Source: an optimization exercise on an open RTL-to-GDS flow (aim: small area and a short achievable clock period). Production flows keep margins and buffers that such runs may drop. Where RTL was checked, it was by simulation tests only, not by an equivalence proof against the original.

==> tundra <==
// grad_top
module grad_top (
    input  wire logic        clk,
    input  wire logic        rst,
    input  wire logic        in_valid,
    input  wire logic        sof,
    input  wire logic [7:0]  pixel,
    output logic             out_valid,
    output logic [32:0]      grad
);
clock: 26.0 ns
lec_check: 0
cap_margin: 20
core_margin: 2
core_utilization: 85
cts_cluster_diameter: 80
cts_cluster_size: 25
slew_margin: 20
standard.sh (not shown) runs the stock make flow with config.mk's settings and CLKGATE_MAP_FILE= SYNTH_SCRIPT=/design/flow/synth_recipe.tcl, a recipe that flattens the netlist after the stock synthesis.
==> flow/flow/run.sh <==
#!/bin/bash
# The standard layout, with the port buffers made from buf_4 cells instead of the
# resizer's default pick (a delay cell), so that the ports are not slowed down.
set -euo pipefail
export BUFFER_PORTS_ARGS="-buffer_cell sky130_fd_sc_hd__buf_4"
bash standard.sh > standard.log 2>&1
==> onyx (differences from tundra) <==
==> flow/flow/run.sh (replaced) <==
#!/bin/bash
# The standard layout, with the port buffers made from buf_4 cells instead of the
# resizer's default pick (a delay cell), and a clock tree with fewer levels.
set -euo pipefail
export BUFFER_PORTS_ARGS="-buffer_cell sky130_fd_sc_hd__buf_4"
export CTS_ARGS="-sink_clustering_enable -repair_clock_nets -sink_clustering_size 25 -sink_clustering_max_diameter 80 -sink_clustering_levels 1"
bash standard.sh > standard.log 2>&1
CORE_UTILIZATION = 65   (was 85)
==> lagoon (differences from tundra) <==
CORE_UTILIZATION = 55   (was 85)
==> qor summary <==
Via count normalized by instance count: tundra 6.34; lagoon 5.12; onyx 5.30
Result of the run: tundra finished clean; lagoon finished clean; onyx finished clean
Max Clock Freq: tundra 159 MHz; lagoon 161 MHz; onyx 161 MHz
Met2 Wirelength: tundra 33300 um; lagoon 21900 um; onyx 21700 um
Worst clock skew on the final layout: tundra 26.5 ps; lagoon 21.9 ps; onyx 26.5 ps
Relative slew slack: tundra 0.293; lagoon 0.270; onyx 0.326
Worst hold slack: tundra 322 ps; lagoon 328 ps; onyx 326 ps
Starting density of the core: tundra 0.860; lagoon 0.555; onyx 0.657
Non-clock buffer total of the final layout: tundra 51; lagoon 52; onyx 48
Number of global-route vias before repair: tundra 19800; lagoon 16600; onyx 16300
Fraction of standard cell area in multi-input logic: tundra 0.373; lagoon 0.367; onyx 0.370
Iteration-0 DRC count of the detailed router: tundra 1997; lagoon 748; onyx 700
Total non-filler cell area in the finished layout: tundra 32300 sq um; lagoon 32800 sq um; onyx 32600 sq um
Source-to-sink clock delay at the later pin of the worst-skew pair: tundra 570 ps; lagoon 590 ps; onyx 580 ps
Drt wl/cell: tundra 22.2 um; lagoon 14.3 um; onyx 14.6 um
Proportion of cell area occupied by registers: tundra 0.534; lagoon 0.526; onyx 0.529
Worst Hold Launch: tundra p3_srad[7]; lagoon p8_dquo[5]; onyx p6_dquo[7]
RR Endpoint: tundra p2_drem[7]; lagoon p2_drem[7]; onyx p4_drem[1]
Worst Setup Slack post-DPL: tundra 20140 ps; lagoon 20350 ps; onyx 20350 ps


==> inputs of v24 <==
grad_top, a different RTL version from the one above (not shown whole).
clock: 26.0 ns
lec_check: 0
cap_margin: 20
core_margin: 2
core_utilization: 65
cts_cluster_diameter: 80
cts_cluster_size: 25
slew_margin: 20
==> flow/flow/run.sh <==
#!/bin/bash
# The standard layout, with the port buffers made from buf_4 cells instead of the
# resizer's default pick (a delay cell), so that the ports are not slowed down.
set -euo pipefail
export BUFFER_PORTS_ARGS="-buffer_cell sky130_fd_sc_hd__buf_4"
bash standard.sh > standard.log 2>&1
==> v15 (differences from v24) <==
--- a/flow/design.v
+++ b/flow/design.v
@@ -503,19 +503,16 @@
     assign sq0_g[2] = sq0_a[2] & !sq0_b[2];
     assign sq0_p[2] = !(sq0_a[2] ^ sq0_b[2]);
     logic sq0_G0_m, sq0_P0_m;
     assign sq0_G0_m = sq0_g[0] | (sq0_p[0] & 1'b1);
     assign sq0_P0_m = sq0_p[0] & 1'b0;
-    logic sq0_G2_1, sq0_P2_1;
-    assign sq0_G2_1 = sq0_g[2] | (sq0_p[2] & sq0_g[1]);
-    assign sq0_P2_1 = sq0_p[2] & sq0_p[1];
-    logic sq0_G2_m, sq0_P2_m;
-    assign sq0_G2_m = sq0_G2_1 | (sq0_P2_1 & sq0_G0_m);
-    assign sq0_P2_m = sq0_P2_1 & sq0_P0_m;
     logic sq0_G1_m, sq0_P1_m;
     assign sq0_G1_m = sq0_g[1] | (sq0_p[1] & sq0_G0_m);
     assign sq0_P1_m = sq0_p[1] & sq0_P0_m;
+    logic sq0_G2_m, sq0_P2_m;
+    assign sq0_G2_m = sq0_g[2] | (sq0_p[2] & sq0_G1_m);
+    assign sq0_P2_m = sq0_p[2] & sq0_P1_m;
     assign sq0_cy[0] = 1'b1;
     assign sq0_cy[1] = sq0_G0_m;
     assign sq0_cy[2] = sq0_G1_m;
     assign sq0_cy[3] = sq0_G2_m;
     assign sq0_d[0] = sq0_p[0] ^ sq0_cy[0];
@@ -544,19 +541,16 @@
     assign sq1_g[3] = sq1_a[3] & !sq1_b[3];
     assign sq1_p[3] = !(sq1_a[3] ^ sq1_b[3]);
     logic sq1_G0_m, sq1_P0_m;
     assign sq1_G0_m = sq1_g[0] | (sq1_p[0] & 1'b1);
     assign sq1_P0_m = sq1_p[0] & 1'b0;
-    logic sq1_G2_1, sq1_P2_1;
-    assign sq1_G2_1 = sq1_g[2] | (sq1_p[2] & sq1_g[1]);
-    assign sq1_P2_1 = sq1_p[2] & sq1_p[1];
-    logic sq1_G2_m, sq1_P2_m;
-    assign sq1_G2_m = sq1_G2_1 | (sq1_P2_1 & sq1_G0_m);
-    assign sq1_P2_m = sq1_P2_1 & sq1_P0_m;
     logic sq1_G1_m, sq1_P1_m;
     assign sq1_G1_m = sq1_g[1] | (sq1_p[1] & sq1_G0_m);
     assign sq1_P1_m = sq1_p[1] & sq1_P0_m;
+    logic sq1_G2_m, sq1_P2_m;
+    assign sq1_G2_m = sq1_g[2] | (sq1_p[2] & sq1_G1_m);
+    assign sq1_P2_m = sq1_p[2] & sq1_P1_m;
     logic sq1_G3_m, sq1_P3_m;
     assign sq1_G3_m = sq1_g[3] | (sq1_p[3] & sq1_G2_m);
     assign sq1_P3_m = sq1_p[3] & sq1_P2_m;
     assign sq1_cy[0] = 1'b1;
     assign sq1_cy[1] = sq1_G0_m;
@@ -697,28 +691,22 @@
     assign sq2_g[4] = sq2_a[4] & !sq2_b[4];
     assign sq2_p[4] = !(sq2_a[4] ^ sq2_b[4]);
     logic sq2_G0_m, sq2_P0_m;
     assign sq2_G0_m = sq2_g[0] | (sq2_p[0] & 1'b1);
     assign sq2_P0_m = sq2_p[0] & 1'b0;
-    logic sq2_G2_1, sq2_P2_1;
-    assign sq2_G2_1 = sq2_g[2] | (sq2_p[2] & sq2_g[1]);
-    assign sq2_P2_1 = sq2_p[2] & sq2_p[1];
-    logic sq2_G4_3, sq2_P4_3;
-    assign sq2_G4_3 = sq2_g[4] | (sq2_p[4] & sq2_g[3]);
-    assign sq2_P4_3 = sq2_p[4] & sq2_p[3];
-    logic sq2_G2_m, sq2_P2_m;
-    assign sq2_G2_m = sq2_G2_1 | (sq2_P2_1 & sq2_G0_m);
-    assign sq2_P2_m = sq2_P2_1 & sq2_P0_m;
-    logic sq2_G4_m, sq2_P4_m;
-    assign sq2_G4_m = sq2_G4_3 | (sq2_P4_3 & sq2_G2_m);
-    assign sq2_P4_m = sq2_P4_3 & sq2_P2_m;
     logic sq2_G1_m, sq2_P1_m;
     assign sq2_G1_m = sq2_g[1] | (sq2_p[1] & sq2_G0_m);
     assign sq2_P1_m = sq2_p[1] & sq2_P0_m;
+    logic sq2_G2_m, sq2_P2_m;
+    assign sq2_G2_m = sq2_g[2] | (sq2_p[2] & sq2_G1_m);
+    assign sq2_P2_m = sq2_p[2] & sq2_P1_m;
     logic sq2_G3_m, sq2_P3_m;
     assign sq2_G3_m = sq2_g[3] | (sq2_p[3] & sq2_G2_m);
     assign sq2_P3_m = sq2_p[3] & sq2_P2_m;
+    logic sq2_G4_m, sq2_P4_m;
+    assign sq2_G4_m = sq2_g[4] | (sq2_p[4] & sq2_G3_m);
+    assign sq2_P4_m = sq2_p[4] & sq2_P3_m;
     assign sq2_cy[0] = 1'b1;
     assign sq2_cy[1] = sq2_G0_m;
     assign sq2_cy[2] = sq2_G1_m;
     assign sq2_cy[3] = sq2_G2_m;
     assign sq2_cy[4] = sq2_G3_m;
==> v23 (differences from v24) <==
--- a/flow/config.mk
+++ b/flow/config.mk
@@ -6,8 +6,9 @@
 export NUM_CORES = 4
 export LEC_CHECK = 0
 export CAP_MARGIN = 20
 export CORE_MARGIN = 2
 export CORE_UTILIZATION = 65
-export CTS_CLUSTER_DIAMETER = 80
-export CTS_CLUSTER_SIZE = 25
+export CTS_BUF_LIST = sky130_fd_sc_hd__clkbuf_8
+export CTS_CLUSTER_DIAMETER = 60
+export CTS_CLUSTER_SIZE = 16
 export SLEW_MARGIN = 20
==> summary of the runs <==
The lowest final cell count belongs to v24, the highest to v23. The lowest global-route usage belongs to v24, the highest to v23. First-iteration DRC count: v23 > v15 > v24. Utilization: v15 > v24 > v23. Between v23 and v24, the lower cell area is in v23 (gap 0.34%, measured against v24).
No functional check of the RTL was part of v15.

## re-timing with driven ports
How much do the figures lean on ideal ports? The routed layouts below were timed once more, with nothing changed but the port constraints.
Step 1, drivers: a clkbuf_16 drives clk and a buf_2 each remaining input, both assumed.
Step 2 also shifts input and output timing later by t, the mid clock arrival at the registers, as if the neighbouring blocks saw the same clock.
Slacks: ideal / step 1 / step 2; pairs: ideal / step 1.
run	shift t [ns]	setup slack, ns	hold WS [ns]	worst setup path at the end
tundra	0.612	19.723 / 19.723 / 19.723	0.322 / 0.322 / 0.322	register to register
onyx	0.623	19.779 / 19.725 / 20.329	0.326 / 0.326 / 0.326	input to register
lagoon	0.640	19.780 / 19.718 / 20.329	0.328 / 0.328 / 0.328	input to register
v24	0.627	19.779 / 19.721 / 19.936	0.324 / 0.324 / 0.324	register to register
v15	0.631	19.777 / 19.719 / 19.889	0.328 / 0.328 / 0.328	register to register
v23	0.714	19.673 / 19.619 / 19.938	0.313 / 0.313 / 0.313	register to register
After both steps every run listed still meets setup and hold.
